Background: an optimization exercise with open tools, aiming at small area. Do not read the settings as production practice. The RTL was checked by simulation tests, not by an equivalence proof against the original design. Power figures rest on the tool's default switching activity, not on a simulated workload.

==> flow/design.v <==
package bce_pkg;
    localparam int ROWS_W = 7;
    localparam int ACC_W  = 29;
    localparam int FR_W   = 21;
    function automatic logic frac_bit(input logic [4:0] mi, input logic [4:0] t);
        case ({mi, t})
            10'd512: frac_bit = 1'b1;
            10'd513: frac_bit = 1'b1;
            10'd523: frac_bit = 1'b1;
            10'd524: frac_bit = 1'b1;
            10'd525: frac_bit = 1'b1;
            10'd527: frac_bit = 1'b1;
            10'd529: frac_bit = 1'b1;
            10'd532: frac_bit = 1'b1;
            10'd256: frac_bit = 1'b1;
            10'd258: frac_bit = 1'b1;
            10'd259: frac_bit = 1'b1;
            10'd260: frac_bit = 1'b1;
            10'd261: frac_bit = 1'b1;
            10'd264: frac_bit = 1'b1;
            10'd266: frac_bit = 1'b1;
            10'd267: frac_bit = 1'b1;
            10'd270: frac_bit = 1'b1;
            10'd273: frac_bit = 1'b1;
            10'd275: frac_bit = 1'b1;
            10'd769: frac_bit = 1'b1;
            10'd771: frac_bit = 1'b1;
            10'd772: frac_bit = 1'b1;
            10'd774: frac_bit = 1'b1;
            10'd775: frac_bit = 1'b1;
            10'd776: frac_bit = 1'b1;
            10'd778: frac_bit = 1'b1;
            10'd780: frac_bit = 1'b1;
            10'd782: frac_bit = 1'b1;
            10'd783: frac_bit = 1'b1;
            10'd784: frac_bit = 1'b1;
            10'd787: frac_bit = 1'b1;
            10'd788: frac_bit = 1'b1;
            10'd131: frac_bit = 1'b1;
            10'd140: frac_bit = 1'b1;
            10'd141: frac_bit = 1'b1;
            10'd142: frac_bit = 1'b1;
            10'd144: frac_bit = 1'b1;
            10'd146: frac_bit = 1'b1;
            10'd385: frac_bit = 1'b1;
            10'd387: frac_bit = 1'b1;
            10'd389: frac_bit = 1'b1;
            10'd391: frac_bit = 1'b1;
            10'd392: frac_bit = 1'b1;
            10'd393: frac_bit = 1'b1;
            10'd396: frac_bit = 1'b1;
            10'd397: frac_bit = 1'b1;
            10'd399: frac_bit = 1'b1;
            10'd401: frac_bit = 1'b1;
            10'd402: frac_bit = 1'b1;
            10'd403: frac_bit = 1'b1;
            10'd640: frac_bit = 1'b1;
            10'd649: frac_bit = 1'b1;
            10'd651: frac_bit = 1'b1;
            10'd653: frac_bit = 1'b1;
            10'd654: frac_bit = 1'b1;
            10'd657: frac_bit = 1'b1;
            10'd658: frac_bit = 1'b1;
            10'd660: frac_bit = 1'b1;
            10'd896: frac_bit = 1'b1;
            10'd897: frac_bit = 1'b1;
            10'd898: frac_bit = 1'b1;
            10'd899: frac_bit = 1'b1;
            10'd900: frac_bit = 1'b1;
            10'd901: frac_bit = 1'b1;
            10'd904: frac_bit = 1'b1;
            10'd906: frac_bit = 1'b1;
            10'd912: frac_bit = 1'b1;
            10'd914: frac_bit = 1'b1;
            10'd915: frac_bit = 1'b1;
            10'd916: frac_bit = 1'b1;
            10'd71: frac_bit = 1'b1;
            10'd74: frac_bit = 1'b1;
            10'd75: frac_bit = 1'b1;
            10'd78: frac_bit = 1'b1;
            10'd79: frac_bit = 1'b1;
            10'd81: frac_bit = 1'b1;
            10'd193: frac_bit = 1'b1;
            10'd194: frac_bit = 1'b1;
            10'd200: frac_bit = 1'b1;
            10'd201: frac_bit = 1'b1;
            10'd202: frac_bit = 1'b1;
            10'd203: frac_bit = 1'b1;
            10'd205: frac_bit = 1'b1;
            10'd206: frac_bit = 1'b1;
            10'd207: frac_bit = 1'b1;
            10'd208: frac_bit = 1'b1;
            10'd209: frac_bit = 1'b1;
            10'd210: frac_bit = 1'b1;
            10'd322: frac_bit = 1'b1;
            10'd323: frac_bit = 1'b1;
            10'd324: frac_bit = 1'b1;
            10'd326: frac_bit = 1'b1;
            10'd327: frac_bit = 1'b1;
            10'd328: frac_bit = 1'b1;
            10'd330: frac_bit = 1'b1;
            10'd331: frac_bit = 1'b1;
            10'd335: frac_bit = 1'b1;
            10'd338: frac_bit = 1'b1;
            10'd339: frac_bit = 1'b1;
            10'd448: frac_bit = 1'b1;
            10'd450: frac_bit = 1'b1;
            10'd456: frac_bit = 1'b1;
            10'd462: frac_bit = 1'b1;
            10'd463: frac_bit = 1'b1;
            10'd468: frac_bit = 1'b1;
            10'd579: frac_bit = 1'b1;
            10'd580: frac_bit = 1'b1;
            10'd581: frac_bit = 1'b1;
            10'd582: frac_bit = 1'b1;
            10'd585: frac_bit = 1'b1;
            10'd587: frac_bit = 1'b1;
            10'd588: frac_bit = 1'b1;
            10'd591: frac_bit = 1'b1;
            10'd594: frac_bit = 1'b1;
            10'd596: frac_bit = 1'b1;
            10'd705: frac_bit = 1'b1;
            10'd707: frac_bit = 1'b1;
            10'd715: frac_bit = 1'b1;
            10'd717: frac_bit = 1'b1;
            10'd723: frac_bit = 1'b1;
            10'd724: frac_bit = 1'b1;
            10'd835: frac_bit = 1'b1;
            10'd836: frac_bit = 1'b1;
            10'd839: frac_bit = 1'b1;
            10'd842: frac_bit = 1'b1;
            10'd844: frac_bit = 1'b1;
            10'd845: frac_bit = 1'b1;
            10'd846: frac_bit = 1'b1;
            10'd848: frac_bit = 1'b1;
            10'd849: frac_bit = 1'b1;
            10'd851: frac_bit = 1'b1;
            10'd852: frac_bit = 1'b1;
            10'd963: frac_bit = 1'b1;
            10'd966: frac_bit = 1'b1;
            10'd967: frac_bit = 1'b1;
            10'd971: frac_bit = 1'b1;
            10'd975: frac_bit = 1'b1;
            10'd977: frac_bit = 1'b1;
            10'd978: frac_bit = 1'b1;
            10'd979: frac_bit = 1'b1;
            10'd980: frac_bit = 1'b1;
            10'd32: frac_bit = 1'b1;
            10'd34: frac_bit = 1'b1;
            10'd35: frac_bit = 1'b1;
            10'd37: frac_bit = 1'b1;
            10'd39: frac_bit = 1'b1;
            10'd40: frac_bit = 1'b1;
            10'd41: frac_bit = 1'b1;
            10'd43: frac_bit = 1'b1;
            10'd45: frac_bit = 1'b1;
            10'd46: frac_bit = 1'b1;
            10'd48: frac_bit = 1'b1;
            10'd96: frac_bit = 1'b1;
            10'd97: frac_bit = 1'b1;
            10'd98: frac_bit = 1'b1;
            10'd100: frac_bit = 1'b1;
            10'd104: frac_bit = 1'b1;
            10'd105: frac_bit = 1'b1;
            10'd109: frac_bit = 1'b1;
            10'd114: frac_bit = 1'b1;
            10'd160: frac_bit = 1'b1;
            10'd163: frac_bit = 1'b1;
            10'd164: frac_bit = 1'b1;
            10'd166: frac_bit = 1'b1;
            10'd167: frac_bit = 1'b1;
            10'd168: frac_bit = 1'b1;
            10'd169: frac_bit = 1'b1;
            10'd172: frac_bit = 1'b1;
            10'd173: frac_bit = 1'b1;
            10'd175: frac_bit = 1'b1;
            10'd177: frac_bit = 1'b1;
            10'd178: frac_bit = 1'b1;
            10'd226: frac_bit = 1'b1;
            10'd233: frac_bit = 1'b1;
            10'd237: frac_bit = 1'b1;
            10'd240: frac_bit = 1'b1;
            10'd243: frac_bit = 1'b1;
            10'd288: frac_bit = 1'b1;
            10'd292: frac_bit = 1'b1;
            10'd296: frac_bit = 1'b1;
            10'd300: frac_bit = 1'b1;
            10'd301: frac_bit = 1'b1;
            10'd302: frac_bit = 1'b1;
            10'd304: frac_bit = 1'b1;
            10'd305: frac_bit = 1'b1;
            10'd307: frac_bit = 1'b1;
            10'd352: frac_bit = 1'b1;
            10'd353: frac_bit = 1'b1;
            10'd354: frac_bit = 1'b1;
            10'd356: frac_bit = 1'b1;
            10'd357: frac_bit = 1'b1;
            10'd358: frac_bit = 1'b1;
            10'd359: frac_bit = 1'b1;
            10'd360: frac_bit = 1'b1;
            10'd361: frac_bit = 1'b1;
            10'd365: frac_bit = 1'b1;
            10'd367: frac_bit = 1'b1;
            10'd368: frac_bit = 1'b1;
            10'd370: frac_bit = 1'b1;
            10'd371: frac_bit = 1'b1;
            10'd418: frac_bit = 1'b1;
            10'd422: frac_bit = 1'b1;
            10'd424: frac_bit = 1'b1;
            10'd426: frac_bit = 1'b1;
            10'd427: frac_bit = 1'b1;
            10'd428: frac_bit = 1'b1;
            10'd429: frac_bit = 1'b1;
            10'd431: frac_bit = 1'b1;
            10'd432: frac_bit = 1'b1;
            10'd433: frac_bit = 1'b1;
            10'd434: frac_bit = 1'b1;
            10'd435: frac_bit = 1'b1;
            10'd480: frac_bit = 1'b1;
            10'd481: frac_bit = 1'b1;
            10'd484: frac_bit = 1'b1;
            10'd485: frac_bit = 1'b1;
            10'd488: frac_bit = 1'b1;
            10'd489: frac_bit = 1'b1;
            10'd490: frac_bit = 1'b1;
            10'd491: frac_bit = 1'b1;
            10'd492: frac_bit = 1'b1;
            10'd493: frac_bit = 1'b1;
            10'd495: frac_bit = 1'b1;
            10'd496: frac_bit = 1'b1;
            10'd500: frac_bit = 1'b1;
            10'd544: frac_bit = 1'b1;
            10'd546: frac_bit = 1'b1;
            10'd548: frac_bit = 1'b1;
            10'd549: frac_bit = 1'b1;
            10'd551: frac_bit = 1'b1;
            10'd552: frac_bit = 1'b1;
            10'd553: frac_bit = 1'b1;
            10'd555: frac_bit = 1'b1;
            10'd557: frac_bit = 1'b1;
            10'd559: frac_bit = 1'b1;
            10'd560: frac_bit = 1'b1;
            10'd561: frac_bit = 1'b1;
            10'd564: frac_bit = 1'b1;
            10'd609: frac_bit = 1'b1;
            10'd615: frac_bit = 1'b1;
            10'd618: frac_bit = 1'b1;
            10'd623: frac_bit = 1'b1;
            10'd624: frac_bit = 1'b1;
            10'd626: frac_bit = 1'b1;
            10'd628: frac_bit = 1'b1;
            10'd672: frac_bit = 1'b1;
            10'd677: frac_bit = 1'b1;
            10'd680: frac_bit = 1'b1;
            10'd681: frac_bit = 1'b1;
            10'd683: frac_bit = 1'b1;
            10'd686: frac_bit = 1'b1;
            10'd688: frac_bit = 1'b1;
            10'd689: frac_bit = 1'b1;
            10'd690: frac_bit = 1'b1;
            10'd692: frac_bit = 1'b1;
            10'd739: frac_bit = 1'b1;
            10'd741: frac_bit = 1'b1;
            10'd742: frac_bit = 1'b1;
            10'd743: frac_bit = 1'b1;
            10'd752: frac_bit = 1'b1;
            10'd755: frac_bit = 1'b1;
            10'd756: frac_bit = 1'b1;
            10'd803: frac_bit = 1'b1;
            10'd808: frac_bit = 1'b1;
            10'd809: frac_bit = 1'b1;
            10'd810: frac_bit = 1'b1;
            10'd813: frac_bit = 1'b1;
            10'd815: frac_bit = 1'b1;
            10'd817: frac_bit = 1'b1;
            10'd819: frac_bit = 1'b1;
            10'd820: frac_bit = 1'b1;
            10'd866: frac_bit = 1'b1;
            10'd867: frac_bit = 1'b1;
            10'd868: frac_bit = 1'b1;
            10'd871: frac_bit = 1'b1;
            10'd873: frac_bit = 1'b1;
            10'd874: frac_bit = 1'b1;
            10'd875: frac_bit = 1'b1;
            10'd876: frac_bit = 1'b1;
            10'd877: frac_bit = 1'b1;
            10'd882: frac_bit = 1'b1;
            10'd883: frac_bit = 1'b1;
            10'd884: frac_bit = 1'b1;
            10'd929: frac_bit = 1'b1;
            10'd931: frac_bit = 1'b1;
            10'd932: frac_bit = 1'b1;
            10'd935: frac_bit = 1'b1;
            10'd939: frac_bit = 1'b1;
            10'd942: frac_bit = 1'b1;
            10'd943: frac_bit = 1'b1;
            10'd944: frac_bit = 1'b1;
            10'd946: frac_bit = 1'b1;
            10'd947: frac_bit = 1'b1;
            10'd948: frac_bit = 1'b1;
            10'd992: frac_bit = 1'b1;
            10'd997: frac_bit = 1'b1;
            10'd998: frac_bit = 1'b1;
            10'd999: frac_bit = 1'b1;
            10'd1000: frac_bit = 1'b1;
            10'd1002: frac_bit = 1'b1;
            10'd1006: frac_bit = 1'b1;
            10'd1008: frac_bit = 1'b1;
            10'd1009: frac_bit = 1'b1;
            10'd1010: frac_bit = 1'b1;
            10'd1011: frac_bit = 1'b1;
            10'd1012: frac_bit = 1'b1;
            default: frac_bit = 1'b0;
        endcase
    endfunction
endpackage
module bce_engine (
    input  logic [6:0] i_x,
    input  logic [4:0] i_t,
    output logic       o_bit
);
    logic [2:0] e;      
    logic [4:0] mi;     
    logic       fbit;
    bce_frac_rom u_rom (.mi(mi), .t(i_t), .b(fbit));
    always_comb begin
        casez (i_x)
            7'b1??????: begin e = 3'd6; mi = i_x[5:1];          end
            7'b01?????: begin e = 3'd5; mi = i_x[4:0];          end
            7'b001????: begin e = 3'd4; mi = {i_x[3:0], 1'b0};  end
            7'b0001???: begin e = 3'd3; mi = {i_x[2:0], 2'b0};  end
            7'b00001??: begin e = 3'd2; mi = {i_x[1:0], 3'b0};  end
            7'b000001?: begin e = 3'd1; mi = {i_x[0], 4'b0};    end
            default:    begin e = 3'd0; mi = 5'd0;              end
        endcase
    end
    always_comb begin
        if (i_t < 5'(bce_pkg::FR_W)) begin
            o_bit = fbit;
        end else if (i_t < 5'(bce_pkg::FR_W + 3)) begin
            o_bit = e[i_t - 5'(bce_pkg::FR_W)];
        end else begin
            o_bit = 1'b0;
        end
    end
endmodule
module bce_frac_rom (
    input  logic [4:0] mi,
    input  logic [4:0] t,
    output logic       b
);
    logic new_n12, new_n13, new_n14, new_n15, new_n16, new_n17, new_n18, new_n19;
    logic new_n20, new_n21, new_n22, new_n23, new_n24, new_n25, new_n26, new_n27;
    logic new_n28, new_n29, new_n30, new_n31, new_n32, new_n33, new_n34, new_n35;
    logic new_n36, new_n37, new_n38, new_n39, new_n40, new_n41, new_n42, new_n43;
    logic new_n44, new_n45, new_n46, new_n47, new_n48, new_n49, new_n50, new_n51;
    logic new_n52, new_n53, new_n54, new_n55, new_n56, new_n57, new_n58, new_n59;
    logic new_n60, new_n61, new_n62, new_n63, new_n64, new_n65, new_n66, new_n67;
    logic new_n68, new_n69, new_n70, new_n71, new_n72, new_n73, new_n74, new_n75;
    logic new_n76, new_n77, new_n78, new_n79, new_n80, new_n81, new_n82, new_n83;
    logic new_n84, new_n85, new_n86, new_n87, new_n88, new_n89, new_n90, new_n91;
    logic new_n92, new_n93, new_n94, new_n95, new_n96, new_n97, new_n98, new_n99;
    logic new_n100, new_n101, new_n102, new_n103, new_n104, new_n105, new_n106, new_n107;
    logic new_n108, new_n109, new_n110, new_n111, new_n112, new_n113, new_n114, new_n115;
    logic new_n116, new_n117, new_n118, new_n119, new_n120, new_n121, new_n122, new_n123;
    logic new_n124, new_n125, new_n126, new_n127, new_n128, new_n129, new_n130, new_n131;
    logic new_n132, new_n133, new_n134, new_n135, new_n136, new_n137, new_n138, new_n139;
    logic new_n140, new_n141, new_n142, new_n143, new_n144, new_n145, new_n146, new_n147;
    logic new_n148, new_n149, new_n150, new_n151, new_n152, new_n153, new_n154, new_n155;
    logic new_n156, new_n157, new_n158, new_n159, new_n160, new_n161, new_n162, new_n163;
    logic new_n164, new_n165, new_n166, new_n167, new_n168, new_n169, new_n170, new_n171;
    logic new_n172, new_n173, new_n174, new_n175, new_n176, new_n177, new_n178, new_n179;
    logic new_n180, new_n181, new_n182, new_n183, new_n184, new_n185, new_n186, new_n187;
    logic new_n188, new_n189, new_n190, new_n191, new_n192, new_n193, new_n194, new_n195;
    logic new_n196, new_n197, new_n198, new_n199, new_n200, new_n201, new_n202, new_n203;
    logic new_n204, new_n205, new_n206, new_n207, new_n208, new_n209, new_n210, new_n211;
    logic new_n212, new_n213, new_n214, new_n215, new_n216, new_n217, new_n218, new_n219;
    logic new_n220, new_n221, new_n222, new_n223, new_n224, new_n225, new_n226, new_n227;
    logic new_n228, new_n229, new_n230, new_n231, new_n232, new_n233, new_n234, new_n235;
    logic new_n236, new_n237, new_n238, new_n239, new_n240, new_n241, new_n242, new_n243;
    logic new_n244, new_n245, new_n246, new_n247, new_n248, new_n249, new_n250, new_n251;
    assign new_n12 = ~mi[0]& t[4];
    assign new_n13 = mi[1]& ~new_n12;
    assign new_n14 = ~t[2]& ~t[3];
    assign new_n15 = t[4]& new_n14;
    assign new_n16 = ~mi[0]& ~t[1];
    assign new_n17 = new_n15 & ~new_n16;
    assign new_n18 = ~t[0]& new_n17;
    assign new_n19 = ~t[0]& new_n14;
    assign new_n20 = ~mi[0]& ~t[4];
    assign new_n21 = new_n19 & new_n20;
    assign new_n22 = ~t[1]& new_n21;
    assign new_n23 = ~t[2]& t[3];
    assign new_n24 = t[0]& new_n23;
    assign new_n25 = ~t[0]& t[2];
    assign new_n26 = t[1]& t[3];
    assign new_n27 = new_n25 & new_n26;
    assign new_n28 = ~new_n24 & ~new_n27;
    assign new_n29 = ~t[4]& ~new_n28;
    assign new_n30 = ~new_n22 & ~new_n29;
    assign new_n31 = ~new_n18 & new_n30;
    assign new_n32 = ~new_n13 & new_n31;
    assign new_n33 = t[1]& ~t[4];
    assign new_n34 = new_n19 & new_n33;
    assign new_n35 = t[0]& t[1];
    assign new_n36 = new_n14 & new_n35;
    assign new_n37 = ~mi[1]& ~new_n36;
    assign new_n38 = ~t[2]& ~t[4];
    assign new_n39 = t[0]& ~t[1];
    assign new_n40 = ~mi[0]& new_n39;
    assign new_n41 = ~new_n38 & new_n40;
    assign new_n42 = ~t[0]& new_n26;
    assign new_n43 = t[1]& ~t[2];
    assign new_n44 = ~new_n42 & new_n43;
    assign new_n45 = mi[0]& ~t[4];
    assign new_n46 = t[3]& ~new_n25;
    assign new_n47 = new_n45 & ~new_n46;
    assign new_n48 = ~new_n44 & ~new_n47;
    assign new_n49 = ~new_n41 & new_n48;
    assign new_n50 = new_n37 & ~new_n49;
    assign new_n51 = t[4]& ~new_n14;
    assign new_n52 = new_n32 & ~new_n51;
    assign new_n53 = ~new_n19 & new_n28;
    assign new_n54 = new_n45 & ~new_n53;
    assign new_n55 = ~t[3]& new_n33;
    assign new_n56 = ~new_n54 & ~new_n55;
    assign new_n57 = t[0]& ~new_n56;
    assign new_n58 = mi[0]& t[1];
    assign new_n59 = ~t[4]& ~new_n58;
    assign new_n60 = t[2]& t[3];
    assign new_n61 = new_n20 & new_n35;
    assign new_n62 = new_n60 & ~new_n61;
    assign new_n63 = new_n59 & new_n62;
    assign new_n64 = new_n38 & new_n42;
    assign new_n65 = ~t[0]& ~t[1];
    assign new_n66 = t[2]& ~t[3];
    assign new_n67 = new_n65 & new_n66;
    assign new_n68 = new_n14 & new_n58;
    assign new_n69 = ~new_n67 & ~new_n68;
    assign new_n70 = ~new_n64 & new_n69;
    assign new_n71 = ~new_n63 & new_n70;
    assign new_n72 = ~new_n57 & new_n71;
    assign new_n73 = ~new_n52 & new_n72;
    assign new_n74 = ~new_n50 & ~new_n73;
    assign new_n75 = t[0]& ~new_n32;
    assign new_n76 = t[1]& ~new_n75;
    assign new_n77 = new_n74 & new_n76;
    assign new_n78 = t[0]& ~new_n74;
    assign new_n79 = new_n15 & ~new_n78;
    assign new_n80 = ~new_n77 & new_n79;
    assign new_n81 = ~new_n34 & ~new_n80;
    assign new_n82 = ~new_n32 & ~new_n81;
    assign new_n83 = ~mi[0]& ~t[2];
    assign new_n84 = ~t[3]& ~new_n83;
    assign new_n85 = ~new_n46 & ~new_n84;
    assign new_n86 = ~new_n40 & ~new_n43;
    assign new_n87 = ~new_n85 & new_n86;
    assign new_n88 = mi[1]& ~new_n87;
    assign new_n89 = ~t[4]& ~new_n88;
    assign new_n90 = ~new_n82 & ~new_n89;
    assign new_n91 = t[2]& new_n16;
    assign new_n92 = ~new_n65 & ~new_n91;
    assign new_n93 = ~new_n60 & ~new_n92;
    assign new_n94 = mi[0]& ~t[1];
    assign new_n95 = new_n60 & new_n94;
    assign new_n96 = ~mi[1]& ~new_n27;
    assign new_n97 = ~new_n95 & new_n96;
    assign new_n98 = ~new_n93 & new_n97;
    assign new_n99 = ~new_n90 & ~new_n98;
    assign new_n100 = new_n15 & new_n88;
    assign new_n101 = new_n81 & new_n100;
    assign new_n102 = ~new_n99 & ~new_n101;
    assign new_n103 = ~t[2]& ~new_n102;
    assign new_n104 = new_n45 & new_n66;
    assign new_n105 = t[0]& new_n104;
    assign new_n106 = mi[0]& t[4];
    assign new_n107 = ~new_n37 & ~new_n106;
    assign new_n108 = ~new_n105 & ~new_n107;
    assign new_n109 = ~new_n54 & new_n108;
    assign new_n110 = ~mi[3]& ~new_n109;
    assign new_n111 = ~new_n103 & ~new_n110;
    assign new_n112 = new_n15 & new_n39;
    assign new_n113 = new_n38 & new_n94;
    assign new_n114 = ~new_n112 & ~new_n113;
    assign new_n115 = new_n20 & new_n26;
    assign new_n116 = new_n114 & ~new_n115;
    assign new_n117 = mi[1]& ~new_n61;
    assign new_n118 = ~new_n83 & ~new_n117;
    assign new_n119 = ~t[0]& ~t[3];
    assign new_n120 = t[1]& ~new_n23;
    assign new_n121 = new_n45 & ~new_n120;
    assign new_n122 = ~new_n68 & ~new_n121;
    assign new_n123 = new_n119 & ~new_n122;
    assign new_n124 = ~new_n118 & ~new_n123;
    assign new_n125 = new_n116 & new_n124;
    assign new_n126 = ~new_n111 & ~new_n125;
    assign new_n127 = t[3]& new_n39;
    assign new_n128 = ~mi[3]& ~new_n127;
    assign new_n129 = ~mi[1]& t[0];
    assign new_n130 = new_n15 & new_n129;
    assign new_n131 = new_n20 & new_n43;
    assign new_n132 = ~new_n130 & ~new_n131;
    assign new_n133 = new_n102 & new_n132;
    assign new_n134 = ~new_n128 & ~new_n133;
    assign new_n135 = ~mi[2]& ~new_n134;
    assign new_n136 = ~new_n126 & new_n135;
    assign new_n137 = new_n39 & ~new_n84;
    assign new_n138 = ~new_n23 & ~new_n26;
    assign new_n139 = ~mi[0]& ~new_n138;
    assign new_n140 = mi[1]& ~new_n139;
    assign new_n141 = ~new_n137 & new_n140;
    assign new_n142 = ~t[4]& ~new_n141;
    assign new_n143 = new_n81 & ~new_n142;
    assign new_n144 = t[4]& new_n65;
    assign new_n145 = ~new_n42 & ~new_n144;
    assign new_n146 = mi[0]& ~new_n145;
    assign new_n147 = ~mi[0]& ~new_n63;
    assign new_n148 = ~t[3]& new_n39;
    assign new_n149 = ~new_n43 & ~new_n148;
    assign new_n150 = ~new_n147 & new_n149;
    assign new_n151 = ~t[4]& ~new_n150;
    assign new_n152 = ~new_n146 & ~new_n151;
    assign new_n153 = new_n37 & ~new_n152;
    assign new_n154 = ~mi[3]& ~new_n153;
    assign new_n155 = ~new_n143 & new_n154;
    assign new_n156 = mi[1]& ~new_n144;
    assign new_n157 = ~new_n66 & ~new_n146;
    assign new_n158 = new_n33 & ~new_n157;
    assign new_n159 = t[0]& ~t[4];
    assign new_n160 = ~new_n20 & ~new_n159;
    assign new_n161 = ~new_n114 & new_n160;
    assign new_n162 = t[4]& new_n67;
    assign new_n163 = ~new_n161 & ~new_n162;
    assign new_n164 = ~new_n17 & ~new_n105;
    assign new_n165 = new_n117 & new_n164;
    assign new_n166 = new_n163 & new_n165;
    assign new_n167 = ~new_n158 & new_n166;
    assign new_n168 = ~new_n156 & ~new_n167;
    assign new_n169 = new_n38 & new_n65;
    assign new_n170 = ~new_n21 & ~new_n169;
    assign new_n171 = t[1]& new_n60;
    assign new_n172 = ~new_n160 & new_n171;
    assign new_n173 = ~new_n121 & ~new_n172;
    assign new_n174 = new_n170 & new_n173;
    assign new_n175 = ~new_n168 & new_n174;
    assign new_n176 = ~new_n47 & ~new_n113;
    assign new_n177 = t[0]& ~new_n176;
    assign new_n178 = ~mi[0]& new_n144;
    assign new_n179 = ~new_n51 & ~new_n178;
    assign new_n180 = ~new_n25 & ~new_n83;
    assign new_n181 = new_n26 & ~new_n180;
    assign new_n182 = new_n59 & new_n119;
    assign new_n183 = ~new_n181 & ~new_n182;
    assign new_n184 = new_n179 & new_n183;
    assign new_n185 = ~new_n177 & new_n184;
    assign new_n186 = ~mi[1]& ~new_n185;
    assign new_n187 = mi[3]& ~new_n186;
    assign new_n188 = ~new_n175 & new_n187;
    assign new_n189 = mi[2]& ~new_n188;
    assign new_n190 = ~new_n155 & new_n189;
    assign new_n191 = ~new_n136 & ~new_n190;
    assign new_n192 = ~mi[4]& ~new_n191;
    assign new_n193 = t[0]& ~new_n14;
    assign new_n194 = new_n20 & ~new_n23;
    assign new_n195 = ~new_n66 & new_n194;
    assign new_n196 = ~new_n17 & ~new_n104;
    assign new_n197 = ~new_n195 & new_n196;
    assign new_n198 = ~t[1]& ~new_n197;
    assign new_n199 = new_n193 & new_n198;
    assign new_n200 = mi[2]& ~new_n199;
    assign new_n201 = t[0]& new_n14;
    assign new_n202 = new_n116 & new_n201;
    assign new_n203 = t[1]& new_n104;
    assign new_n204 = ~new_n202 & ~new_n203;
    assign new_n205 = new_n200 & new_n204;
    assign new_n206 = ~t[2]& new_n42;
    assign new_n207 = ~new_n35 & ~new_n201;
    assign new_n208 = ~new_n43 & ~new_n207;
    assign new_n209 = ~new_n206 & ~new_n208;
    assign new_n210 = new_n45 & ~new_n209;
    assign new_n211 = ~new_n35 & ~new_n171;
    assign new_n212 = t[2]& ~new_n127;
    assign new_n213 = new_n211 & new_n212;
    assign new_n214 = ~new_n24 & ~new_n213;
    assign new_n215 = new_n20 & ~new_n214;
    assign new_n216 = t[3]& new_n61;
    assign new_n217 = ~mi[2]& ~new_n216;
    assign new_n218 = ~new_n18 & new_n217;
    assign new_n219 = ~new_n215 & new_n218;
    assign new_n220 = ~new_n210 & new_n219;
    assign new_n221 = ~new_n205 & ~new_n220;
    assign new_n222 = t[0]& new_n131;
    assign new_n223 = ~new_n168 & ~new_n222;
    assign new_n224 = ~new_n221 & new_n223;
    assign new_n225 = new_n31 & new_n200;
    assign new_n226 = ~new_n19 & ~new_n193;
    assign new_n227 = new_n45 & ~new_n226;
    assign new_n228 = new_n217 & ~new_n227;
    assign new_n229 = ~new_n198 & new_n228;
    assign new_n230 = ~new_n225 & ~new_n229;
    assign new_n231 = new_n163 & new_n168;
    assign new_n232 = ~new_n230 & new_n231;
    assign new_n233 = ~new_n224 & ~new_n232;
    assign new_n234 = ~mi[3]& ~new_n233;
    assign new_n235 = new_n20 & new_n211;
    assign new_n236 = ~new_n133 & new_n235;
    assign new_n237 = ~new_n38 & ~new_n39;
    assign new_n238 = ~new_n159 & ~new_n237;
    assign new_n239 = ~new_n14 & ~new_n67;
    assign new_n240 = ~new_n238 & ~new_n239;
    assign new_n241 = new_n45 & ~new_n211;
    assign new_n242 = ~mi[1]& ~new_n241;
    assign new_n243 = ~new_n240 & new_n242;
    assign new_n244 = ~new_n236 & new_n243;
    assign new_n245 = mi[2]& ~new_n167;
    assign new_n246 = ~new_n244 & new_n245;
    assign new_n247 = ~mi[2]& new_n74;
    assign new_n248 = mi[3]& ~new_n247;
    assign new_n249 = ~new_n246 & new_n248;
    assign new_n250 = ~new_n234 & ~new_n249;
    assign new_n251 = mi[4]& ~new_n250;
    assign b = ~new_n192 & ~new_n251;
endmodule
module binary_column_entropy_sum_core
#(
    parameter int MAX_ROWS    = 64,
    parameter int MAX_COLUMNS = 4096,
    parameter int FRAC_BITS   = 16
) (
    input  logic              i_clk,
    input  logic              i_rst_n,
    input  logic              i_cfg_we,
    input  logic [6:0]        i_cfg_wdata,
    input  logic              s_axis_tvalid,
    output logic              s_axis_tready,
    input  logic [63:0]       s_axis_tdata,
    input  logic              s_axis_tlast,
    output logic              m_axis_tvalid,
    input  logic              m_axis_tready,
    output logic [31:0]       m_axis_tdata,
    output logic              m_axis_tuser
);
    localparam logic [2:0] S_IDLE = 3'd0, S_COUNT = 3'd1, S_MAC = 3'd2, S_DIV = 3'd3,
                           S_ADD = 3'd4, S_FIX = 3'd5, S_OUT = 3'd6, S_CLR = 3'd7;
    logic [2:0]  r_st;
    logic [6:0]  r_rows;
    logic [63:0] r_sh;       
    logic [6:0]  r_m, r_k;
    logic [5:0]  r_cnt;
    logic [1:0]  r_ph;
    logic [8:0]  r_a;        
    logic [28:0] r_tot;
    logic        r_ovf, r_last;
    logic        idle, xfer;
    logic [6:0]  m_eff;
    logic [6:0]  x;
    logic        lbit;
    logic        bb;
    logic [8:0]  a_sum;
    logic        loop_wr, loop_bit;
    logic [6:0]  rem_t;
    logic [7:0]  rem_d;
    logic        q_bit;
    logic        add_b, add_s, add_c;
    logic        tot_en, tot_in;
    assign idle          = (r_st == S_IDLE);
    assign s_axis_tready = idle;
    assign m_axis_tvalid = (r_st == S_OUT);
    assign m_axis_tdata  = {3'b000, r_tot};
    assign m_axis_tuser  = r_ovf;
    assign m_eff = (r_rows == 7'd0) ? 7'd1 : (r_rows > 7'd64) ? 7'd64 : r_rows;
    assign x = (r_ph == 2'd0) ? r_m : (r_ph == 2'd1) ? r_k : (r_m - r_k);
    bce_engine u_log (
        .i_x   (x),
        .i_t   (r_cnt[4:0]),
        .o_bit (lbit)
    );
    assign bb    = lbit ^ (r_ph != 2'd0);
    assign a_sum = r_a + (bb ? {2'b00, x} : 9'd0);
    assign rem_t = {r_a[5:0], r_sh[0]};
    assign rem_d = {1'b0, rem_t} - {1'b0, r_m};
    assign q_bit = !rem_d[7];
    always_comb begin
        loop_wr  = 1'b0;
        loop_bit = r_sh[0];
        if (r_st == S_COUNT || r_st == S_CLR) begin
            loop_bit = r_sh[25];
        end else if (r_st == S_FIX) begin
            loop_bit = 1'b0;
        end else if (r_st == S_MAC && r_ph == 2'd2 && r_cnt >= 6'd4) begin
            loop_wr  = 1'b1;
            loop_bit = a_sum[0];
        end else if (r_st == S_DIV && r_k == 7'd24) begin
            loop_bit = q_bit;
        end
    end
    assign add_b = !(r_cnt[4] && r_cnt[3]) && r_sh[0];
    assign add_s = r_tot[0] ^ add_b ^ r_a[0];
    assign add_c = (r_tot[0] & add_b) | (r_tot[0] & r_a[0]) | (add_b & r_a[0]);
    always_comb begin
        tot_en = 1'b0;
        tot_in = 1'b0;
        case (r_st)
            S_ADD: begin
                tot_en = (r_ph == 2'd2);
                tot_in = add_s;
            end
            S_FIX: begin
                tot_en = 1'b1;
                tot_in = r_tot[0] & !(r_ovf && r_cnt != 6'd28);
            end
            S_CLR: begin
                tot_en = 1'b1;
                tot_in = 1'b0;
            end
            default: ;
        endcase
    end
    always_ff @(posedge i_clk) begin
        if (!i_rst_n) begin
            r_rows <= 7'd64;
        end else if (i_cfg_we) begin
            r_rows <= i_cfg_wdata;
        end
    end
    assign xfer = idle && s_axis_tvalid;
    always_ff @(posedge i_clk) begin
        r_sh[63:25] <= {1'b0, r_sh[63:26]} | (xfer ? s_axis_tdata[63:25] : 39'd0);
        r_sh[24]    <= loop_bit | (xfer && s_axis_tdata[24]);
        r_sh[23:0]  <= r_sh[24:1] | (xfer ? s_axis_tdata[23:0] : 24'd0);
    end
    always_ff @(posedge i_clk) begin
        if (tot_en) r_tot <= {tot_in, r_tot[28:1]};
    end
    always_ff @(posedge i_clk) begin
        if (!i_rst_n) begin
            r_st  <= S_CLR;
            r_cnt <= 6'd0;
        end else begin
            case (r_st)
                S_IDLE: begin
                    r_m    <= m_eff;
                    r_last <= s_axis_tlast;
                    r_k    <= 7'd0;
                    r_cnt  <= 6'd0;
                    if (s_axis_tvalid) r_st <= S_COUNT;
                end
                S_COUNT: begin
                    if (r_sh[0]) r_k <= r_k + 7'd1;
                    r_cnt <= r_cnt + 6'd1;
                    r_ph  <= 2'd0;
                    r_a   <= {2'b00, r_m};
                    if ({1'b0, r_cnt} + 7'd1 == r_m) begin
                        r_cnt <= 6'd0;
                        r_st  <= S_MAC;
                    end
                end
                S_MAC: begin
                    if (r_ph == 2'd2) begin
                        r_ph  <= 2'd0;
                        r_a   <= a_sum >> 1;
                        r_cnt <= r_cnt + 6'd1;
                        if (r_cnt == 6'd28) begin
                            r_a   <= 9'd0;
                            r_cnt <= 6'd4;
                            r_k   <= 7'd0;
                            r_st  <= S_DIV;
                        end
                    end else begin
                        r_ph <= r_ph + 2'd1;
                        r_a  <= a_sum;
                    end
                end
                S_DIV: begin
                    r_k <= r_k + 7'd1;
                    if (r_k == 7'd24) begin
                        r_k      <= 7'd3;
                        r_a[5:0] <= q_bit ? rem_d[5:0] : rem_t[5:0];
                        r_cnt    <= r_cnt + 6'd1;
                        if (r_cnt == 6'd28) begin
                            r_a[1:0] <= {1'b0, q_bit};   
                            r_ph  <= 2'd0;
                            r_cnt <= 6'd0;
                            r_st  <= S_ADD;
                        end
                    end
                end
                S_ADD: begin
                    r_ph <= (r_ph == 2'd2) ? 2'd0 : r_ph + 2'd1;
                    if (r_ph == 2'd2) begin
                        r_a[1:0] <= {r_a[1] | add_s, add_c};
                        r_cnt <= r_cnt + 6'd1;
                        if (r_cnt == 6'd28) begin
                            if (add_s && r_a[1]) r_ovf <= 1'b1;
                            r_cnt <= 6'd0;
                            r_st  <= S_FIX;
                        end
                    end
                end
                S_FIX: begin
                    r_cnt <= r_cnt + 6'd1;
                    if (r_cnt == 6'd28) begin
                        r_cnt <= 6'd0;
                        r_st  <= r_last ? S_OUT : S_IDLE;
                    end
                end
                S_OUT: begin
                    if (m_axis_tready) r_st <= S_CLR;
                end
                default: begin  
                    r_cnt <= r_cnt + 6'd1;
                    r_ovf <= 1'b0;
                    if (r_cnt == 6'd63) begin
                        r_cnt <= 6'd0;
                        r_st  <= S_IDLE;
                    end
                end
            endcase
        end
    end
endmodule
==> flow/flow/run.sh <==
#!/bin/bash
# Own layout flow: the standard layout (standard.sh: the standard synthesis, floorplan,
# power grid, placement, CTS, routing) with two changes:
#  - the port buffers that global placement inserts are buf_1 instead of the cell that
#    buffer_ports picks by default (each port still gets its own buffer);
#  - clock tree synthesis uses clkbuf_8 and inserts no dummy loads.
# The make output goes to standard_flow.log; each ORFS step logs under orfs/logs/.
set -euo pipefail
export BUFFER_PORTS_ARGS="-buffer_cell sky130_fd_sc_hd__buf_1"
export CTS_ARGS="-sink_clustering_enable -repair_clock_nets -buf_list {sky130_fd_sc_hd__clkbuf_4 sky130_fd_sc_hd__clkbuf_8} -dont_use_dummy_load"
bash standard.sh > standard_flow.log 2>&1
==> flow/standard.sh <==
#!/bin/bash
# synth_recipe.tcl (not shown) runs the flow's synth.tcl, then flattens the netlist and writes it again
# the make line also repeats each setting of config.mk as NAME=value (left out here)
make -C /OpenROAD-flow-scripts/flow DESIGN_CONFIG=/design/flow/config.mk WORK_HOME=/design/flow/orfs CLKGATE_MAP_FILE= SYNTH_SCRIPT=/design/flow/synth_recipe.tcl "${@:-finish}"
==> flow/config.mk <==
export PLATFORM = sky130hd
export DESIGN_NAME = binary_column_entropy_sum_core
export DESIGN_NICKNAME = binary_column_entropy_sum_core
export VERILOG_FILES = /design/flow/design.v
export SDC_FILE = /design/flow/constraint.sdc
export NUM_CORES = 4
export LEC_CHECK = 0
export ABC_AREA = 1
export CAP_MARGIN = 20
export CORE_MARGIN = 2
export CORE_UTILIZATION = 60
export CTS_BUF_LIST = sky130_fd_sc_hd__clkbuf_4 sky130_fd_sc_hd__clkbuf_8
export PLACE_DENSITY = 0.7
export SLEW_MARGIN = 20
==> flow/constraint.sdc <==
create_clock -name core_clock -period 11.0 [get_ports {i_clk}]
set_input_delay 2.2000 -clock core_clock [delete_from_list [all_inputs] [get_ports {i_clk}]]
set_output_delay 2.2000 -clock core_clock [all_outputs]
set_load 0.01 [all_outputs]
==> results of run 1 <==
## stage by stage
step                      hold slack, ns  cells  util (%)
final                             0.4085   1163     68.30
after detailed placement          0.4002   1146     66.38
after floorplan                   0.3952    897         -
after CTS                         0.4130   1163     68.30
after global routing              0.4200   1163     68.30
after global placement            0.3960   1146     66.38
## final timing paths
path,from,endpoint,slack (ns),depth (start not counted)
worst max-delay path,r_m[0],r_a[7],4.98,44
worst min-delay path,r_sh[18],r_sh[17],0.41,1
worst max register to register,r_m[0],r_a[7],4.98,44
worst min register to register,r_sh[18],r_sh[17],0.41,1
## cells by family after synthesis
logic type | Yosys count | synth area share [%]
adders and majority gates | 35 | 6.201
AOI/OAI and AO/OA | 220 | 19.86
other | 1 | 0.04970
and+or+nand+nor | 332 | 20.11
xor gates and xnor gates | 21 | 2.437
DFF | 136 | 43.51
buffers and inverters | 150 | 7.826
## power by group through the flow
stage,Combinational [uW],Sequential [uW],Clock [uW]
6_report,1100,798,299
5_1_grt,1210,811,321
4_1_cts,1080,796,300
3_5_place_dp,1070,803,0
3_3_place_gp,1050,797,0
2_1_floorplan,783,803,0
## layout by cell type (no fill, tap or decap), drive strengths merged, types with 4 or more instances in the layout
cell | netlist | routed
a2111oi | 5 | 5
a21oi | 59 | 59
a31o | 62 | 62
a31oi | 4 | 4
and2 | 4 | 4
buf | 9 | 111
clkbuf | 22 | 18
dfxtp | 80 | 80
edfxtp | 56 | 56
fa | 4 | 4
ha | 31 | 31
inv | 118 | 118
nand2 | 162 | 162
nand3 | 45 | 45
nand4 | 13 | 13
nor2 | 93 | 93
nor3 | 6 | 6
o2111ai | 6 | 6
o211ai | 12 | 12
o21ai | 45 | 45
o22ai | 6 | 6
xnor2 | 6 | 6
xor2 | 15 | 15
## cells in the mapped netlist, types with 9 or more instances
| library cell | instances | area share (%) |
|---|---|---|
| nand4_1 | 13 | 1.1 |
| nand3_2 | 9 | 1.2 |
| nor2_2 | 9 | 0.75 |
| nor2_1 | 83 | 4.1 |
| o21ai_0 | 40 | 2.7 |
| inv_1 | 109 | 5.4 |
| nand3_1 | 35 | 2.3 |
| o211ai_1 | 12 | 1.2 |
| edfxtp_1 | 56 | 22 |
| ha_1 | 31 | 5.1 |
| dfxtp_1 | 80 | 21 |
| nand2_1 | 154 | 7.7 |
| a31o_2 | 62 | 7.2 |
| clkbuf_1 | 22 | 1.1 |
| a21oi_1 | 58 | 3.8 |
| xor2_1 | 15 | 1.7 |
## layer usage
metal / GRT usage [%] / wire length (um)
met5: 0 / 0
met4: 13.81 / 519
met3: 7.836 / 1875
met2: 50.45 / 9698
met1: 39.61 / 8229
## flip-flops by register name (all words and copies together), names as in the netlist
signal  count
r_tot      29
r_last      1
r_ovf       1
r_m         7
r_rows      7
r_sh       64
r_k         7
r_st        3
r_cnt       6
r_a         9
r_ph        2
## cell type report
type,instances,area (um^2)
fillers,974,3855
multi-input cells,611,3689
flip-flops and latches,136,3283
inverters,119,454.2
repair buffers,112,436.7
clock buffers,17,234.0
well taps,168,210.2
## worst reg2reg max path: cells and delay by family (launching register included)
family,cells,cell delay [ns]
XOR/XNOR,1,0.23
buffers and inverters,2,0.18
adder cells (fa/ha/maj),4,1.20
AND/OR/NAND/NOR,31,2.65
AO/OA/AOI/OAI,6,1.03
flip-flops,1,0.48
==> results.txt, run 1 <==
Worst setup SP type flop; CTS tree done; drt wl/cell 17.47 um; core area 12160 um^2; clock share of power 13.6%; Most common cell on crit path nand2_1; Peak VDD IR 0.1785 mV; vias in the first global route 6782; sequential share of power 36.3%; Final setup viols 0; Worst path max stage delay 0.48 ns; IO Count 112; Avg Inst Size Synth 8.431 um^2; latest clock arrival within the worst-skew pair 0.45 ns; Most used DFF post-synth dfxtp_1; crit path max fanout 7; Yosys Warn Count 2; HPWL Detailed 15270 um; root buffer cell clkbuf_8; RSZ-0062 raised after global routing no; Setup WS post-layout 4.980 ns; P&R area growth vs syn 10.08%; slowest stage cell, crit path edfxtp_1; die area 13490 um^2; Reg clk slew, reported paths 0.06 ns; status no timing/DRC/antenna violations; first-pass detailed-route iteration total 5; first-pass GRT wire length 32420 um; total power density per cell area 264.9 nW/um^2; sequential area share after synthesis 43.51%; setup_tns 0 ns; layout cells sized above 1 12.86%; P_sw 972.7 uW; largest delay contributor family on the critical path simple AND/OR/NAND/NOR gates; crit path DAT 6.20 ns; combinational power share 50.1%; Clock Sink Count 136; # DRC 0; Worst Path Buf+Inv 2; Slew headroom 40.03%; max-cap viol count 0; Seq cells post-synth 136; fin area 8307 um^2; Area after DPL 8073 um^2; post-synth cell types 61; CP required 11.18 ns; first-iteration detailed-routing DRC count 717; gpl congestion 0.9615; initial antenna violation count 0; Initial Utilization 62.05%; pin count of the biggest net entering global routing 67; num rows 40; n_diodes 0; clk buf depth 2; post_cts resized 0; post-layout power 2200 uW; Die Height 116.1 um; CTS buffer count 17; Post-CTS Hold Buffers 0; Tcrit/Tclk final 54.73%; CP Class flop to flop; H-tree depth reported by CTS 4; post-CTS setup buffers 0; vias per cell 5.970; final WL 20320 um; Net count, final 1109; Worst Skew 0.02336 ns; pre-CTS setup slack 5.057 ns; internal cell power 1228 uW; Critical Path Sink Type flop; achievable frequency 166.1 MHz; Die W 116.1 um; Total Routing Usage GR 31.09%; Leak Pwr 0.003543 uW; total number of vias 6943; Min-Delay Path Class flop to flop; switching share of power 44.21%; Async S/R FF share, synth 0%; Worst Max-Slew Pin Slew 0.8984 ns; Final Slew Violations 0; Final ANT Viol Nets 0; Syn Inst Count 895; number of flops mapped to enable cells by yosys 56; final hold vios 0; Final min period 6.020 ns; GRT overflow 0; Post-Syn Area 7546 um^2; PortBufs 108
==> inputs of run 2 (changes only) <==
--- a/flow/flow/run.sh
+++ b/flow/flow/run.sh
@@ -7,5 +7,5 @@
 # The make output goes to standard_flow.log; each ORFS step logs under orfs/logs/.
 set -euo pipefail
 export BUFFER_PORTS_ARGS="-buffer_cell sky130_fd_sc_hd__buf_1"
-export CTS_ARGS="-sink_clustering_enable -repair_clock_nets -buf_list {sky130_fd_sc_hd__clkbuf_4 sky130_fd_sc_hd__clkbuf_8} -dont_use_dummy_load"
+export CTS_ARGS="-sink_clustering_enable -repair_clock_nets -buf_list sky130_fd_sc_hd__clkbuf_8 -dont_use_dummy_load"
 bash standard.sh > standard_flow.log 2>&1
--- a/flow/config.mk
+++ b/flow/config.mk
@@ -8,7 +8,7 @@
 export ABC_AREA = 1
 export CAP_MARGIN = 20
 export CORE_MARGIN = 2
-export CORE_UTILIZATION = 60
-export CTS_BUF_LIST = sky130_fd_sc_hd__clkbuf_4 sky130_fd_sc_hd__clkbuf_8
-export PLACE_DENSITY = 0.7
+export CORE_UTILIZATION = 45
+export CTS_BUF_LIST = sky130_fd_sc_hd__clkbuf_8
+export PLACE_DENSITY = 0.6
 export SLEW_MARGIN = 20
==> results.txt, run 2 <==
P&R area growth vs syn 11.04%; Post-Synth Adder-Cell Area 6.201%; Syn Inst Count 895; Worst Skew 0.02514 ns; Global Route met3 Usage 7.154%; Seq cells post-synth 136; gpl congestion 0.9279; # DRC 0; Most used DFF post-synth dfxtp_1; Slew headroom 51.16%; Fin Hold WS 0.4060 ns; Die W 133.5 um; Async S/R FF share, synth 0%; post-synth cell types 61; first-pass detailed-route iteration total 7; latest clock arrival within the worst-skew pair 0.45 ns; largest cells by area after synthesis edfxtp_1 (22%), dfxtp_1 (21%), nand2_1 (7.7%), a31o_2 (7.2%), inv_1 (5.4%); Critical Path Sink Type flop; most frequent cells after synthesis nand2_1 (154), inv_1 (109), nor2_1 (83); Synth Area in Simple Gates 20.11%; GRT overflow 0; sequential area share after synthesis 43.51%; post-CTS setup buffers 0; leading area contributor after synthesis edfxtp_1; CP required 11.17 ns; crit path DAT 5.91 ns; Yosys Warn Count 2; met1 Use GR 30.22%; max-cap viol count 0; setup_tns 0 ns; first-iteration detailed-routing DRC count 547; Die Height 133.5 um; Tcrit/Tclk final 52.14%; total number of vias 6643; Final min period 5.735 ns; most common cell after layout, fill and taps aside nand2_1; status no timing/DRC/antenna violations; Synth Area in Compound Gates 19.86%; Peak VDD IR 0.1444 mV; IO Count 112; post-synthesis mux area share 0%; num rows 47; Min-Delay Path Class flop to flop; H-tree depth reported by CTS 4; pin count of the biggest net entering global routing 67; PortBufs 108; post_cts resized 0; Synth Area in XOR/XNOR 2.437%; largest reg by FF count r_sh; post-layout power 2174 uW; Worst Max-Slew Pin Slew 0.7270 ns; HPWL Detailed 14670 um; Avg Inst Size Synth 8.431 um^2; drt wl/cell 16.24 um; met2 Usage GRT 34.85%; Clock Sink Count 136; Final setup viols 0; main combinational cell family by area after synthesis simple AND/OR/NAND/NOR gates; final WL 19750 um; core area 16470 um^2; vias per cell 5.463; n_diodes 0; vias in the first global route 6486; Reg clk slew, reported paths 0.08 ns; max reg flops 64; Post-CTS Hold Buffers 0; Initial Utilization 45.83%; CP Class flop to flop; Final Slew Violations 0; count leader, synth nand2_1; initial antenna violation count 0; slowest stage cell, crit path edfxtp_1; number of flops mapped to enable cells by yosys 56; Worst setup SP type flop; layout cells sized above 1 12.95%; Leak Pwr 0.003548 uW; biggest regs r_sh: 64 flops, r_tot: 29 flops, r_a: 9 flops; Worst path max stage delay 0.49 ns; Most common cell on crit path nand2_1; CTS buffer count 17; Final ANT Viol Nets 0; root buffer cell clkbuf_8; first-pass GRT wire length 32210 um; Net count, final 1110; Yosys top cell area share 22.28%; CTS tree done; Total Routing Usage GR 22.74%; crit path max fanout 10; Post-Syn Area 7546 um^2; achievable frequency 174.4 MHz; total power density per cell area 259.5 nW/um^2; clk buf depth 2; die area 17820 um^2; final hold vios 0; RSZ-0062 raised after global routing no; busiest layer in global routing met2; most frequent cells in the layout nand2_1 (154), inv_1 (109), buf_1 (107)
-- run 2: path summary, 6_finish.rpt --
path,start,to,slack [ns],depth (start not counted)
worst max-delay path,r_m[0],r_a[7],5.26,38
worst min-delay path,r_sh[11],r_sh[10],0.41,1
worst max register to register,r_m[0],r_a[7],5.26,38
worst min register to register,r_sh[11],r_sh[10],0.41,1
-- run 2: per-layer routing --
layer	up-vias	routed length, um	share of wire, %
met4	0	479	2.4
met1	3073	8875	45
met2	257	8780	44
met3	44	1613	8.2
met5	-	0	0
li1	3269	-	-
-- run 2: kinds of logic after synthesis --
group,Yosys count
AO/OA/AOI/OAI,220
buffers and inverters,150
adder cells (fa/ha/maj),35
AND/OR/NAND/NOR,332
XOR/XNOR,21
other,1
flip-flops,136
-- run 2: layout make-up --
class,instances,area [um^2]
fill,1608,8087
multi-input combinational,611,3689
sequential,136,3283
inverter,119,454.2
timing repair buffer,113,444.2
tap,220,275.3
clock buffer,17,234.0
-- run 2: per-stage QoR --
step	area [um^2]	std cells	setup WS (ns)	utilization (%)
floorplan	7553	897	6.001	-
global placement	8145	1199	5.360	49.47
detailed placement	8145	1199	5.300	49.47
CTS	8379	1216	5.280	50.89
global route	8379	1216	4.601	50.89
finish	8379	1216	5.265	50.89
-- run 2: where the power goes --
group	internal, uW	total [uW]	switching, uW
clock network	136	293	158
registers	707	787	80.1
logic	384	1090	710
-- run 2: worst max-delay path: cells and delay by family, from the launching register on --
kind / cells / cell delay, ns
adders and majority gates: 4 / 1.15
buffers and inverters: 3 / 0.24
AOI/OAI and AO/OA: 9 / 1.60
DFF: 1 / 0.49
and+or+nand+nor: 21 / 1.80
xor gates and xnor gates: 1 / 0.17
==> inputs of run 3 (changes only) <==
==> flow/flow/run.sh (replaced) <==
#!/bin/bash
# Own layout flow: the standard layout (standard.sh: the standard synthesis, floorplan,
# power grid, placement, CTS, routing) with three changes:
#  - after the floorplan, combinational cells are set to drive strength 1 (downsize.tcl);
#    placement's repair_design then sizes up wherever slew, capacitance or timing needs it;
#  - the port buffers that global placement inserts are buf_1 instead of the cell that
#    buffer_ports picks by default (each port still gets its own buffer);
#  - clock tree synthesis uses clkbuf_8 and inserts no dummy loads.
# Each tool's output goes to its own log here; each ORFS step also logs under orfs/logs/.
set -euo pipefail
export BUFFER_PORTS_ARGS="-buffer_cell sky130_fd_sc_hd__buf_1"
export CTS_ARGS="-sink_clustering_enable -repair_clock_nets -buf_list sky130_fd_sc_hd__clkbuf_8 -dont_use_dummy_load"
bash standard.sh floorplan > standard_floorplan.log 2>&1
DOWNSIZE_ODB=orfs/results/sky130hd/binary_column_entropy_sum_core/base/2_floorplan.odb openroad -no_init -exit flow/downsize.tcl > downsize.log 2>&1
bash standard.sh > standard_flow.log 2>&1
==> flow/flow/downsize.tcl (new file) <==
# Set every combinational cell of the floorplanned netlist to its smallest drive strength
# (X_1) where the library has one. Flip-flops, tie cells and tap cells are left alone.
# Placement's repair_design (3_4_place_resized) later upsizes or buffers wherever slew,
# capacitance or fanout needs it, and timing repair fixes any path that then fails.
set odb_file $::env(DOWNSIZE_ODB)
read_db $odb_file
set db [ord::get_db]
set block [[$db getChip] getBlock]
set n 0
foreach inst [$block getInsts] {
  set m [[$inst getMaster] getName]
  if {![regexp {^sky130_fd_sc_hd__([a-z0-9]+)_([0-9]+)$} $m -> base drv]} { continue }
  if {$drv <= 1} { continue }
  if {[regexp {^(s?e?df|dl|sdl|tap|conb|clk|decap|fill|diode|lpflow|probe)} $base]} { continue }
  set nm [$db findMaster "sky130_fd_sc_hd__${base}_1"]
  if {$nm == "NULL" || $nm == ""} { continue }
  $inst swapMaster $nm
  incr n
}
puts "downsize: $n cells set to drive strength 1"
write_db $odb_file
==> results.txt, run 3 <==
vias per cell 5.405; Seq cells post-synth 136; Net count, final 1110; CTS buffer count 17; DRT met1 WL 8554 um; Final Slew Violations 0; HPWL Detailed 14670 um; core area 16470 um^2; most common cell after layout, fill and taps aside nand2_1; Final ANT Viol Nets 0; Peak VDD IR 0.1222 mV; Worst setup SP type flop; worst r2r src r_m[0]; Total Routing Usage GR 21.85%; Worst Skew 0.02829 ns; Avg Inst Size Synth 8.431 um^2; P&R area growth vs syn 8.838%; routed wl met2 8713 um; drt wl/cell 15.88 um; final hold vios 0; Reg clk slew, reported paths 0.08 ns; vias in the first global route 6283; uppermost layer routed met4; Die W 133.5 um; initial antenna violation count 0; Final min period 6.391 ns; post_cts resized 0; Post-CTS Hold Buffers 0; setup_tns 0 ns; Worst Max-Slew Pin Slew 0.7935 ns; max reg flops 64; root buffer cell clkbuf_8; post-synth cell types 61; final WL 19310 um; IO Count 112; Async S/R FF share, synth 0%; achievable frequency 156.5 MHz; Yosys top cell area share 22.28%; Yosys Warn Count 2; max-cap viol count 0; CP Class flop to flop; crit path DAT 6.54 ns; num rows 47; Initial Utilization 45.83%; largest reg by FF count r_sh; crit path max fanout 10; Slew headroom 46.69%; RSZ-0062 raised after global routing no; Worst path max stage delay 0.49 ns; Final setup viols 0; Die Height 133.5 um; leading area contributor after synthesis edfxtp_1; slowest stage cell, crit path edfxtp_1; Leak Pwr 0.003468 uW; Tcrit/Tclk final 58.10%; Most common cell on crit path nand2_1; Worst Hold Launch r_sh[6]; Most used DFF post-synth dfxtp_1; number of flops mapped to enable cells by yosys 56; status no timing/DRC/antenna violations; GRT overflow 0; n_diodes 0; sequential area share after synthesis 43.51%; Setup crit start r_m[0]; layout cells sized above 1 2.410%; most frequent cells after synthesis nand2_1 (154), inv_1 (109), nor2_1 (83); clk buf depth 2; H-tree depth reported by CTS 4; Syn Inst Count 895; latest clock arrival within the worst-skew pair 0.42 ns; die area 17820 um^2; most frequent cells in the layout nand2_1 (162), inv_1 (118), buf_1 (107); flop2flop setup slack 4.61 ns; first-iteration detailed-routing DRC count 670; Crit Reg-Reg Endpoint r_a[7]; # DRC 0; biggest regs r_sh: 64 flops, r_tot: 29 flops, r_a: 9 flops; Worst R2R Path Depth 48; CTS tree done; CP required 11.15 ns; gpl congestion 0.9903; post-CTS setup buffers 0; first-pass detailed-route iteration total 5; Post-Syn Area 7546 um^2; first-pass GRT wire length 31170 um; pin count of the biggest net entering global routing 67; largest cells by area after synthesis edfxtp_1 (22%), dfxtp_1 (21%), nand2_1 (7.7%), a31o_2 (7.2%), inv_1 (5.4%); Clock Sink Count 136; DR WL met3 1574 um; fin util 49.88%; crit path to r_a[7]; Min-Delay Path Class flop to flop; total power density per cell area 255.5 nW/um^2; total number of vias 6572; count leader, synth nand2_1; PortBufs 108; Critical Path Sink Type flop
[run 3: cell counts after synthesis]
No cell type changed its count.
[run 3: layer usage]
| layer | global-route usage (%) | up-vias |
|---|---|---|
| met4 | 8.156 | 0 |
| met5 | 0 | - |
| met3 | 6.050 | 43 |
| met1 | 28.63 | 3002 |
| li1 | - | 3274 |
| met2 | 34.62 | 253 |
[run 3: how the worst min path moves through the flow]
stage               end  slack (ns)  depth (start not counted)
2_1_floorplan   r_sh[0]        0.40                          1
3_3_place_gp   r_sh[39]        0.40                          1
3_5_place_dp   r_sh[39]        0.40                          1
4_1_cts        r_sh[19]        0.40                          1
5_1_grt        r_sh[19]        0.41                          1
6_report        r_sh[5]        0.40                          1
[run 3: through the flow]
| step | hold slack, ns | worst slack [ns] | total power [uW] | cells | instance area (um^2) |
|---|---|---|---|---|---|
| after global placement | 0.3963 | 4.780 | 1818 | 1199 | 7979 |
| after detailed placement | 0.3991 | 4.653 | 1802 | 1199 | 7979 |
| after floorplan | 0.3952 | 6.001 | 1586 | 897 | 7553 |
| after CTS | 0.4004 | 4.626 | 2101 | 1216 | 8213 |
| final | 0.3963 | 4.609 | 2098 | 1216 | 8213 |
| after global routing | 0.4090 | 3.958 | 2275 | 1216 | 8213 |
[run 3: kinds of logic after synthesis]
group,count (synthesis),synth area share [%]
and+or+nand+nor,332,20.11
DFF,136,43.51
xor gates and xnor gates,21,2.437
other,1,0.04970
buffers and inverters,150,7.826
AOI/OAI and AO/OA,220,19.86
adders and majority gates,35,6.201
[run 3: critical path, delay by kind of cell (launching register included)]
kind / cells / cell delay, ns
flip-flops: 1 / 0.49
AO/OA/AOI/OAI: 6 / 0.75
AND/OR/NAND/NOR: 34 / 3.18
adder cells (fa/ha/maj): 4 / 1.16
buffers and inverters: 3 / 0.36
XOR/XNOR: 1 / 0.18
[run 3: report_power, final]
part | internal, uW | switching, uW | leakage, uW
sequential | 707 | 75.4 | 0.00119
combinational | 348 | 678 | 0.00216
clock | 136 | 154 | 0.000122
total | 1190 | 907 | 0.00347
[run 3: layout make-up]
class / count / area (um^2)
repair buffers: 113 / 444.2
flip-flops and latches: 136 / 3283
inverters: 119 / 446.7
clock buffers: 17 / 234.0
multi-input cells: 611 / 3530
fillers: 1655 / 8253
well taps: 220 / 275.3
==> inputs of run 4 (changes only) <==
--- a/flow/flow/run.sh
+++ b/flow/flow/run.sh
@@ -9,7 +9,7 @@
 # Each tool's output goes to its own log here; each ORFS step also logs under orfs/logs/.
 set -euo pipefail
 export BUFFER_PORTS_ARGS="-buffer_cell sky130_fd_sc_hd__buf_1"
-export CTS_ARGS="-sink_clustering_enable -repair_clock_nets -buf_list sky130_fd_sc_hd__clkbuf_8 -dont_use_dummy_load"
+export CTS_ARGS="-sink_clustering_enable -repair_clock_nets -buf_list sky130_fd_sc_hd__clkbuf_4 -dont_use_dummy_load"
 bash standard.sh floorplan > standard_floorplan.log 2>&1
 DOWNSIZE_ODB=orfs/results/sky130hd/binary_column_entropy_sum_core/base/2_floorplan.odb openroad -no_init -exit flow/downsize.tcl > downsize.log 2>&1
 bash standard.sh > standard_flow.log 2>&1
--- a/flow/config.mk
+++ b/flow/config.mk
@@ -8,7 +8,7 @@
 export ABC_AREA = 1
 export CAP_MARGIN = 20
 export CORE_MARGIN = 2
-export CORE_UTILIZATION = 45
-export CTS_BUF_LIST = sky130_fd_sc_hd__clkbuf_8
-export PLACE_DENSITY = 0.6
+export CORE_UTILIZATION = 65
+export CTS_BUF_LIST = sky130_fd_sc_hd__clkbuf_4
+export PLACE_DENSITY = 0.72
 export SLEW_MARGIN = 20
==> results.txt, run 4 <==
status no timing/DRC/antenna violations; Async S/R FF share, synth 0%; layout cells sized above 1 2.312%; Final Slew Violations 0; H-tree depth reported by CTS 4; largest cells by area after synthesis edfxtp_1 (22%), dfxtp_1 (21%), nand2_1 (7.7%), a31o_2 (7.2%), inv_1 (5.4%); Tcrit/Tclk final 59.89%; root buffer cell clkbuf_4; CTS buffer count 17; Critical Path Sink Type flop; total number of vias 6991; worst r2r src r_m[0]; number of flops mapped to enable cells by yosys 56; Sequential Area 3283 um^2; Min-Delay Path Class flop to flop; Most common cell on crit path nand2_1; Yosys top cell area share 22.28%; Final setup viols 0; Die W 111.7 um; IO Count 112; multi-input logic area 3530 um^2; Initial Utilization 66.37%; # fillers 871; Yosys Warn Count 2; leading area contributor after synthesis edfxtp_1; Leak Pwr 0.003419 uW; Final ANT Viol Nets 0; Die Height 111.7 um; crit path DAT 6.82 ns; max-cap viol count 0; Slew headroom 28.86%; Worst path max stage delay 0.51 ns; count leader, synth nand2_1; PortBufs 108; vias in the first global route 7059; Worst Path Buf+Inv 3; post-synth cell types 61; HPWL Detailed 15660 um; crit path max fanout 10; flop2flop setup slack 4.41 ns; Final min period 6.588 ns; slowest stage cell, crit path edfxtp_1; Post-CTS Hold Buffers 0; # DRC 0; initial antenna violation count 0; most frequent cells after synthesis nand2_1 (154), inv_1 (109), nor2_1 (83); setup_tns 0 ns; pre-CTS setup slack 4.521 ns; Avg Inst Size Synth 8.431 um^2; Worst R2R Path Depth 48; largest delay contributor family on the critical path simple AND/OR/NAND/NOR gates; most common cell after layout, fill and taps aside nand2_1; worst hold path depth 1; latest clock arrival within the worst-skew pair 0.51 ns; Crit Reg-Reg Endpoint r_a[7]; sequential area share after synthesis 43.51%; post-CTS setup buffers 0; first-pass GRT wire length 33260 um; post_cts resized 0; Peak VDD IR 0.1498 mV; most frequent cells in the layout nand2_1 (162), inv_1 (118), buf_1 (107); biggest regs r_sh: 64 flops, r_tot: 29 flops, r_a: 9 flops; Seq cells post-synth 136; RSZ-0062 raised after global routing no; Worst Hold Launch r_sh[51]; pin count of the biggest net entering global routing 67; P&R area growth vs syn 6.052%; gpl congestion 0.9365; num rows 39; GRT overflow 0; largest reg by FF count r_sh; max reg flops 64; n_diodes 0; first-iteration detailed-routing DRC count 838; core area 11370 um^2; final hold vios 0; CP Class flop to flop; Setup crit start r_m[0]; Most used DFF post-synth dfxtp_1; final WL 20620 um; CP required 11.24 ns; achievable frequency 151.8 MHz; Reg clk slew, reported paths 0.11 ns; vias per cell 6.143; Worst Skew 0.02639 ns; drt wl/cell 18.12 um; clk buf depth 2; CTS tree done; Post-Syn Area 7546 um^2; Total Routing Usage GR 32.99%; post-layout power 2064 uW; Net count, final 1109; Setup WS post-layout 4.412 ns; total power density per cell area 257.9 nW/um^2; Worst setup SP type flop; Syn Inst Count 895; Clock Sink Count 136; first-pass detailed-route iteration total 5; Worst Max-Slew Pin Slew 1.067 ns; WHS Endpoint r_sh[50]; Critical Path Stages 48; die area 12490 um^2
## run 4: cell counts after synthesis
No cell type changed its count.
## run 4: metal layers
layer / up-vias / share of wire [%] / GRT usage, %
met3: 89 / 10 / 8.274
met2: 422 / 48 / 55.60
met5: - / 0 / 0
met1: 3209 / 38 / 40.23
li1: 3271 / - / -
met4: 0 / 3.9 / 14.49
## run 4: worst max-delay path by stage
stage                   to  slack [ns]
floorplan           r_a[7]        6.00
global placement    r_a[7]        4.84
detailed placement  r_a[7]        4.52
CTS                 r_a[7]        4.50
global route        r_a[7]        3.63
finish              r_a[7]        4.41
## run 4: cell families (layout without fill, tap and decap cells)
family	after synthesis	in the layout	synth area share, %
flip-flops	136	136	43.51
adder cells (fa/ha/maj)	35	35	6.201
buffers and inverters	150	248	7.826
XOR/XNOR	21	21	2.437
AO/OA/AOI/OAI	220	220	19.86
AND/OR/NAND/NOR	332	332	20.11
other	1	3	0.04970
## run 4: report_power, final
group	internal (uW)	switching [uW]
clock network	70.7	148
registers	707	86.9
logic	350	702
## run 4: final cells by class
| class | count | area share, % |
|---|---|---|
| multi-input combinational | 611 | 44.11 |
| sequential | 136 | 41.03 |
| inverter | 119 | 5.582 |
| timing repair buffer | 112 | 5.457 |
| tap | 143 | 2.236 |
| clock buffer | 17 | 1.595 |
## run 4: stage by stage
step                      hold WS, ns  util (%)  cell area (um^2)  std cells
final                          0.3988     70.39              8003       1138
after global routing           0.4123     70.39              8003       1138
after CTS                      0.4081     70.39              8003       1138
after detailed placement       0.3987     69.26              7875       1121
after global placement         0.3925     69.26              7875       1121
after floorplan                0.3952         -              7553        897

[afterwards: timing with drivers on the ports]
No port has a modelled driver above. Below, the same layouts with a new extraction and two added sets of constraints. Step 1, drivers: a clkbuf_16 drives i_clk and a buf_2 each remaining input, both assumed. Step 2 also shifts input and output timing later by t, the mid clock arrival at the registers, as if the neighbouring blocks saw the same clock. a / b / c = no drivers / after step 1 / after step 2; a / b = the first two.
run	t, ns	setup slack, ns	latest minus earliest clock arrival (ns)	worst slew at a driven data input, ns	pins driven straight from the clock port
run 1	0.473	4.980 / 4.980 / 4.980	0.024 / 0.024	0.04	1
run 2	0.470	5.265 / 5.265 / 5.265	0.029 / 0.030	0.05	1
run 3	0.443	4.609 / 4.609 / 4.609	0.029 / 0.030	0.05	1
run 4	0.532	4.412 / 4.412 / 4.412	0.030 / 0.031	0.04	1
After both steps every run listed still meets setup and hold.
